This is an optimization exercise on Yosys and OpenROAD, whose aim is small area, not a production implementation.
In this exercise RTL edits were held to simulation tests only and were not proved equivalent to the original.
Power figures rest on the tool's default switching activity, not on a simulated workload.

== trial 87 ==
## eeg_packet_parser
module eeg_packet_parser #(
  parameter int BAND_COUNT = 8
) (
  input  wire logic                 clk,
  input  wire logic                 rst,
  input  wire logic                 cfg_valid,
  output logic                      cfg_ready,
  input  wire logic [CFG_IDX_W-1:0] cfg_index,
  input  wire logic [7:0]           cfg_data,
  input  wire logic                 push,
  output logic                      full,
  input  wire logic [7:0]           rx_byte,
  input  wire logic                 pop,
  output logic                      empty,
  output logic [3:0]                value_kind,
  output logic signed [24:0]        value_data,
  output logic                      last_value
);
For scale: ~1700 cells after synthesis, roughly 800 flip-flops, roughly 0.029 sq mm of cells after synthesis.
clock: 7.0 ns
lec_check: 0
cap_margin: 20
core_margin: 2
core_utilization: 60
cts_buf_list: sky130_fd_sc_hd__clkbuf_16
cts_cluster_diameter: 70
cts_cluster_size: 30
place_density: 0.7
slew_margin: 20
run.sh (not shown) runs the stock make flow with config.mk's settings and CLKGATE_MAP_FILE= SYNTH_SCRIPT=/design/flow/synth_recipe.tcl, a recipe that flattens the netlist after the stock synthesis.
Trial 87 finished every step from synthesis to the final layout, and the layout passed the timing, design-rule and antenna checks.
What trial 64 does differently from trial 87 at the input level:
diff --git a/flow/design.v b/flow/design.v
--- a/flow/design.v
+++ b/flow/design.v
@@ -197,30 +197,61 @@
       if (in_data && band_row && row_rem[4:0] == 5'(23 - 3 * g) && pay_ge2) p_band[g][15:8]  <= rx_byte;
       if (in_data && band_row && row_rem[4:0] == 5'(22 - 3 * g))            p_band[g][7:0]   <= rx_byte;
     end
   end
   logic [7:0]  e_quality [2], e_attention [2], e_meditation [2];
   logic [15:0] e_raw [2];
   logic        e_raw_seen [2], e_band_seen [2];
-  logic [BAND_W-1:0] e_band [2][BAND_COUNT];
+  logic [BAND_W-1:0] ring [2][BAND_COUNT];
+  logic [2:0]  ring_base [2];    
+  logic [2:0]  phase;            
+  logic [2:0]  xfer_idx;         
+  logic        xfer_ent;         
+  logic        xfer_go;
+  logic [1:0]  ring_ins;
+  logic [BAND_W-1:0] xfer_word;
   logic        rd_en;
-  assign q_full = q_count[1];
-  assign empty  = (q_count == 2'd0);
+  assign q_full  = q_count[1];
+  assign empty   = (q_count == 2'd0);
+  assign xfer_go = q_push && p_band_seen;
+  always_comb begin
+    xfer_word = '0;
+    for (int i = 0; i < BAND_COUNT; i++)
+      xfer_word |= {BAND_W{xfer_idx == 3'(i)}} & p_band[i];
+  end
   for (genvar e = 0; e < 2; e++) begin : g_entry
+    assign ring_ins[e] = (xfer_go && wr_ptr == 1'(e)) || (xfer_idx != 3'd0 && xfer_ent == 1'(e));
     always_ff @(posedge clk) begin
       if (q_push && wr_ptr == 1'(e)) begin
         e_quality[e]    <= p_quality;
         e_attention[e]  <= p_attention;
         e_meditation[e] <= p_meditation;
         e_raw[e]        <= p_raw;
         e_raw_seen[e]   <= p_raw_seen;
         e_band_seen[e]  <= p_band_seen;
-        for (int i = 0; i < BAND_COUNT; i++) e_band[e][i] <= p_band[i];
+        ring_base[e]    <= phase + 3'd1;
       end
     end
+    always_ff @(posedge clk) begin
+      ring[e][0] <= ring_ins[e] ? xfer_word : ring[e][BAND_COUNT-1];
+      for (int i = 1; i < BAND_COUNT; i++) ring[e][i] <= ring[e][i-1];
+    end
+  end
+  always_ff @(posedge clk) begin
+    if (rst) begin
+      phase    <= '0;
+      xfer_idx <= '0;
+    end else begin
+      phase <= phase + 3'd1;
+      if (xfer_go) xfer_idx <= 3'd1;
+      else if (xfer_idx != 3'd0) xfer_idx <= xfer_idx + 3'd1;
+    end
+  end
+  always_ff @(posedge clk) begin
+    if (xfer_go) xfer_ent <= wr_ptr;
   end
   always_ff @(posedge clk) begin
     if (rst) begin
       wr_ptr  <= 1'b0;
       rd_ptr  <= 1'b0;
       q_count <= '0;
     end else begin
@@ -230,34 +261,41 @@
       else if (rd_en && !q_push) q_count <= q_count - 2'd1;
     end
   end
   logic [3:0] kind;
   logic       h_raw_seen, h_band_seen;
   logic [15:0] h_raw;
   logic       take;
+  logic [2:0] band_idx, band_place;
   assign value_kind  = kind;
   assign h_raw_seen  = e_raw_seen[rd_ptr];
   assign h_band_seen = e_band_seen[rd_ptr];
   assign h_raw       = e_raw[rd_ptr];
   assign take        = pop && !empty;
+  assign band_idx    = {~kind[2], kind[1:0]};
+  assign band_place  = phase - ring_base[rd_ptr] - band_idx;
   logic [1:0]  hsel;
-  logic [11:0] ksel;
-  assign hsel = {rd_ptr, ~rd_ptr};
-  always_comb begin
-    for (int k = 0; k < 12; k++) ksel[k] = (kind == 4'(k));
+  logic [3:0]  ksel;
+  logic        kband;
+  logic [BAND_COUNT-1:0] psel;
+  assign hsel  = {rd_ptr, ~rd_ptr};
+  assign kband = kind[3] || kind[2];
+  always_comb begin
+    for (int k = 0; k < 4; k++) ksel[k] = (kind == 4'(k));
+    for (int i = 0; i < BAND_COUNT; i++) psel[i] = kband && (band_place == 3'(i));
   end
   always_comb begin
     value_data = '0;
     for (int e = 0; e < 2; e++) begin
       value_data |= {25{hsel[e] & ksel[0]}} & {17'd0, e_quality[e]};
       value_data |= {25{hsel[e] & ksel[1]}} & {17'd0, e_attention[e]};
       value_data |= {25{hsel[e] & ksel[2]}} & {17'd0, e_meditation[e]};
       value_data |= {25{hsel[e] & ksel[3]}} & {{9{e_raw[e][15]}}, e_raw[e]};
       for (int i = 0; i < BAND_COUNT; i++)
-        value_data |= {25{hsel[e] & ksel[4+i]}} & {1'b0, e_band[e][i]};
+        value_data |= {25{hsel[e] & psel[i]}} & {1'b0, ring[e][i]};
     end
   end
   assign last_value = (kind == 4'd11) ||
                       (kind == KIND_RAW && !h_band_seen) ||
                       (kind == KIND_MEDITATION && !h_raw_seen && !h_band_seen);
   assign rd_en = take && last_value;
   always_ff @(posedge clk) begin
Findings:
The final layout from trial 64, which completed every stage, passed the timing, design-rule and antenna checks at the end of the flow. On max-cap violation count, trial 64 and trial 87 are basically level. | area fraction in compound gates after synthesis | trial 64 vs trial 87 | 3.1 points higher |. Diff trial 87 -> trial 64: non-clock buffer count has increased; maximum clock frequency fell about 17%. Compared with trial 87, trial 64 shows a lower cell area after synthesis. Compared with trial 87, trial 64 shows a higher time the worst path needs with I/O delays and setup. Compared with trial 87, trial 64 shows a total power divided by cell area that is 20% higher. Number of instances in the synthesized netlist in trial 64 is 404 higher than in trial 87.

==> afterwards: timing with drivers on the ports <==
The flow's constraints put no driver on any port. The routed layouts listed below were extracted and timed again, unchanged, in two steps.
Step 1: set_driving_cell puts a clkbuf_16 on clk and a buf_2 on each other input, an assumption about the parent block.
Step 2, shift: input delay + t, output delay - t, t = (earliest + latest rising clock arrival at the registers) / 2. This alone moves slack from input paths to output paths.
a / b / c = ideal / step 1 / step 2; a / b = the first two.
run	t, ns	setup slack, ns	clock arrival spread, ns
trial 87	0.649	1.438 / 1.379 / 1.700	0.024 / 0.024
trial 64	0.646	0.289 / 0.230 / 0.876	0.038 / 0.038
After both steps setup and hold are still met in every run listed.
